This design comes from an exercise in tuning for small area, a short achievable clock period and few clock cycles on the open sky130 flow, not from production work.
At most, simulation tests tie the RTL to the original design; equivalence was not proved.
The clock port is modelled as an ideal driver; clocking choices that lean on that would not hold on a real chip.
No activity file was given, so power comes from the tool's default toggle rates.

==> raven: inputs <==
==> flow/design.v (excerpt) <==
module mac_top (
    input  logic         CLK,
    input  logic         RSTN,
    input  logic [11:0]  mnt_i,        
    input  logic         start_i,
    output logic         done_o,
    output logic [3:0]   w_rd_o,       
    input  logic [63:0]  w_rdata_i,    
    output logic [3:0]   i_rd_o,       
    input  logic [63:0]  i_rdata_i,    
    output logic [68:0]  o_wr_o        
);
==> flow/config.mk <==
export PLATFORM = sky130hd
export DESIGN_NAME = mac_top
export DESIGN_NICKNAME = mac_top
export VERILOG_FILES = /design/flow/design.v
export SDC_FILE = /design/flow/constraint.sdc
export NUM_CORES = 4
export LEC_CHECK = 0
export CAP_MARGIN = 20
export CORE_MARGIN = 2
export CORE_UTILIZATION = 40
export SLEW_MARGIN = 20
export SYNTH_HIERARCHICAL = 1
==> flow/constraint.sdc <==
create_clock -name core_clock -period 5.5 [get_ports {CLK}]
set_input_delay 1.1000 -clock core_clock [delete_from_list [all_inputs] [get_ports {CLK}]]
set_output_delay 1.1000 -clock core_clock [all_outputs]
set_load 0.01 [all_outputs]
run.sh (not shown) runs the stock make flow with config.mk's settings and CLKGATE_MAP_FILE= SYNTH_SCRIPT=/design/flow/synth_recipe.tcl, a recipe that flattens the netlist after the stock synthesis.
==> xenon: changes against raven <==
SETUP_SLACK_MARGIN = 2.2   (was default)
==> impl_results.md <==
- Worst slew pin tran: approximately 0.65 ns
- WL met2: about 12000 µm
- Setup Skew: about 0.011 ns
- RSZ-0062 raised after global routing: yes
- GR Util met3: between 6 and 7%
- Routed met3 length: 2790 µm
- Crit-path cells: clkdlybuf4s15_1, nand3_1, fa_1, fa_1, fa_1, fa_1
- GR Util met1: about 28%
- Status: finished clean
- DR iter-0 viols: 500
- WP data arrival: between 3 and 4 ns
- Slowest cell delay on critical path: between 0.5 and 0.6 ns
- Final worst setup slack: 2.18 ns
- Fmax: between 300 and 400 MHz
- Sequential share of power: 18.5%
That was xenon.
==> impl_results.md <==
- Status: finished clean
- WP data arrival: 4.15 ns
- GR Util met1: between 20% and 30%
- Crit-path cells: clkdlybuf4s50_1, and2_0, nand2_1, fa_1, fa_1, fa_1, fa_1
- Synth Flop Type: dfxtp_1
- Hold Crit Start: last_q[0]
- DR iter-0 viols: around 520
- WL met2: ~12000 µm
- Path length in cells of the critical path: 7
- Crit path kind: input pin to register
- Register area share after synthesis: between 20 and 30%
- Worst slew pin tran: 0.883 ns
- Clk slew on worst S/H paths: 0.08 ns
- GR Util met3: under 10%
- Setup Skew: roughly 0.018 ns
- Fmax: 260 MHz
That was raven.
Function was not checked in any run of this note: the RTL went through the layout flow alone.

========
==> run a <==
Another version of the RTL of mac_top (not shown whole).
==> flow/config.mk <==
export PLATFORM = sky130hd
export DESIGN_NAME = mac_top
export DESIGN_NICKNAME = mac_top
export VERILOG_FILES = /design/flow/design.v
export SDC_FILE = /design/flow/constraint.sdc
export NUM_CORES = 4
export LEC_CHECK = 0
export CAP_MARGIN = 20
export CORE_MARGIN = 2
export CORE_UTILIZATION = 30
export SETUP_SLACK_MARGIN = 3.25
export SLEW_MARGIN = 20
export SYNTH_HIERARCHICAL = 1
==> flow/constraint.sdc <==
create_clock -name core_clock -period 5.5 [get_ports {CLK}]
set_input_delay 1.1000 -clock core_clock [delete_from_list [all_inputs] [get_ports {CLK}]]
set_output_delay 1.1000 -clock core_clock [all_outputs]
set_load 0.01 [all_outputs]
standard.sh (not shown) runs the stock make flow with config.mk's settings and CLKGATE_MAP_FILE= SYNTH_SCRIPT=/design/flow/synth_recipe.tcl, a recipe that flattens the netlist after the stock synthesis.
==> flow/flow/run.sh <==
#!/bin/bash
# The standard layout with two changes:
#  - the smallest buffer on every port (repair_timing upsizes the ones on
#    critical paths)
#  - a clock tree of fewer, larger leaf clusters and no dummy loads
bash standard.sh \
  "BUFFER_PORTS_ARGS=-buffer_cell sky130_fd_sc_hd__buf_1" \
  "CTS_ARGS=-sink_clustering_enable -sink_clustering_size 24 -sink_clustering_max_diameter 80 -buf_list {sky130_fd_sc_hd__clkbuf_8 sky130_fd_sc_hd__clkbuf_16} -dont_use_dummy_load -repair_clock_nets" \
  finish > standard.log 2>&1
==> run b: changes against run a <==
==> flow/flow/run.sh (replaced) <==
#!/bin/bash
# The standard layout with three changes:
#  - the smallest buffer on every port (repair_timing upsizes the ones on
#    critical paths)
#  - a clock tree of fewer, larger leaf clusters and no dummy loads
#  - after CTS timing repair, area recovery on paths with slack to spare
bash standard.sh \
  "BUFFER_PORTS_ARGS=-buffer_cell sky130_fd_sc_hd__buf_1" \
  "CTS_ARGS=-sink_clustering_enable -sink_clustering_size 24 -sink_clustering_max_diameter 80 -buf_list {sky130_fd_sc_hd__clkbuf_8 sky130_fd_sc_hd__clkbuf_16} -dont_use_dummy_load -repair_clock_nets" \
  "POST_CTS_TCL=$PWD/flow/post_cts.tcl" \
  finish > standard.log 2>&1
==> flow/flow/post_cts.tcl (new file) <==
# After CTS timing repair: give back area on paths that have slack to spare
# (downsize gates, remove buffers) while keeping the setup margin.
estimate_parasitics -placement
puts "post_cts: before recovery: area [sta::format_area [rsz::design_area] 0] worst slack [sta::format_time [sta::worst_slack_cmd max] 3]"
repair_timing -recover_power 100 -setup_margin $::env(SETUP_SLACK_MARGIN) -verbose
detailed_placement
estimate_parasitics -placement
puts "post_cts: after recovery: area [sta::format_area [rsz::design_area] 0] worst slack [sta::format_time [sta::worst_slack_cmd max] 3]"
- SETUP_SLACK_MARGIN: 3.25 -> 3.0
==> comparison table <==
metric	run b	run a
Outcome	no timing/DRC/antenna violations	no timing/DRC/antenna violations
Vias after detailed routing	7764	7985
GR Layer Usage met2	0.240	0.263
Crit path required time	5960 ps	5910 ps
Multi-input combinational cell area	0.00780 mm²	0.00860 mm²
Pre-CTS WS	2230 ps	2190 ps
Final standard cell area without fillers	0.0147 mm²	0.0162 mm²
Fraction of standard cell area that is sequential	0.335	0.305
Fraction of the core area covered by cells at the end of the flow	0.352	0.388
Final RePlAce weighted congestion	0.873	0.861
Antenna violations before repair	1	0
Count of non-CTS buffers in the layout	166	213
GRT met1 Usage	0.194	0.198
Overall power of the completed layout	0.00851 W	0.00879 W
Combined global-route utilization of all metal layers	0.146	0.151
Kind of launch point of the worst setup path	primary input	register
Placed Instance Area	0.0140 mm²	0.0146 mm²
First-pass GRT wire length	48500 µm	49800 µm
Total met2 wirelength after detailed routing	14300 µm	16100 µm
Critical Path End	dot_inst.s511_q1$_DFF_P_	acc_q[63]$_DFF_P_
Sequential group power	0.00285 W	0.00287 W
Critical register-to-register path startpoint	dot_inst.c640_q2$_DFF_P_	dot_inst.c636_q2$_DFF_P_
Iteration-0 DRC Markers	522	497
Worst Setup SP	w_rdata_i[63]	dot_inst.c636_q2$_DFF_P_
Share of layout cells above drive strength 1	0.198	0.427
Relative area of clock buffers and inverters in the final design	0.0273	0.0263
Testbench counts of run a, summed over its fixed seeds: cycles 5,706.
Testbench counts of run b, summed over its fixed seeds: cycles 5,706.

[separate check: timing with driven ports]
The flow's constraints put no driver on any port. The routed layouts listed below were extracted and timed again, unchanged, in two steps.
Step 1 sets driving cells, clkbuf_16 on the clock port and buf_2 on the other inputs (assumed; they add their load-dependent delay and slew).
Step 2 times the ports against the registers' clock, not the clock port: input delays grow and output delays shrink by t, the midpoint of the rising clock arrivals with the driver on.
a / b / c = ideal ports / drivers / drivers and shift; a / b = the first two.
run	shift t [ns]	setup WS [ns]	worst data-port slew with drivers (ns)	pins driven straight from the clock port
raven	0.476	1.650 / 1.657 / 1.181	0.05	1
xenon	0.476	2.176 / 2.204 / 1.729	0.05	1
run a	0.543	3.019 / 3.019 / 2.553	0.08	1
run b	0.544	3.008 / 3.013 / 2.482	0.08	1
After both steps every run listed still meets setup and hold. The setup slack of run b, which loses most, moves by +0.005 ns with the drivers and by -0.526 ns with both steps.
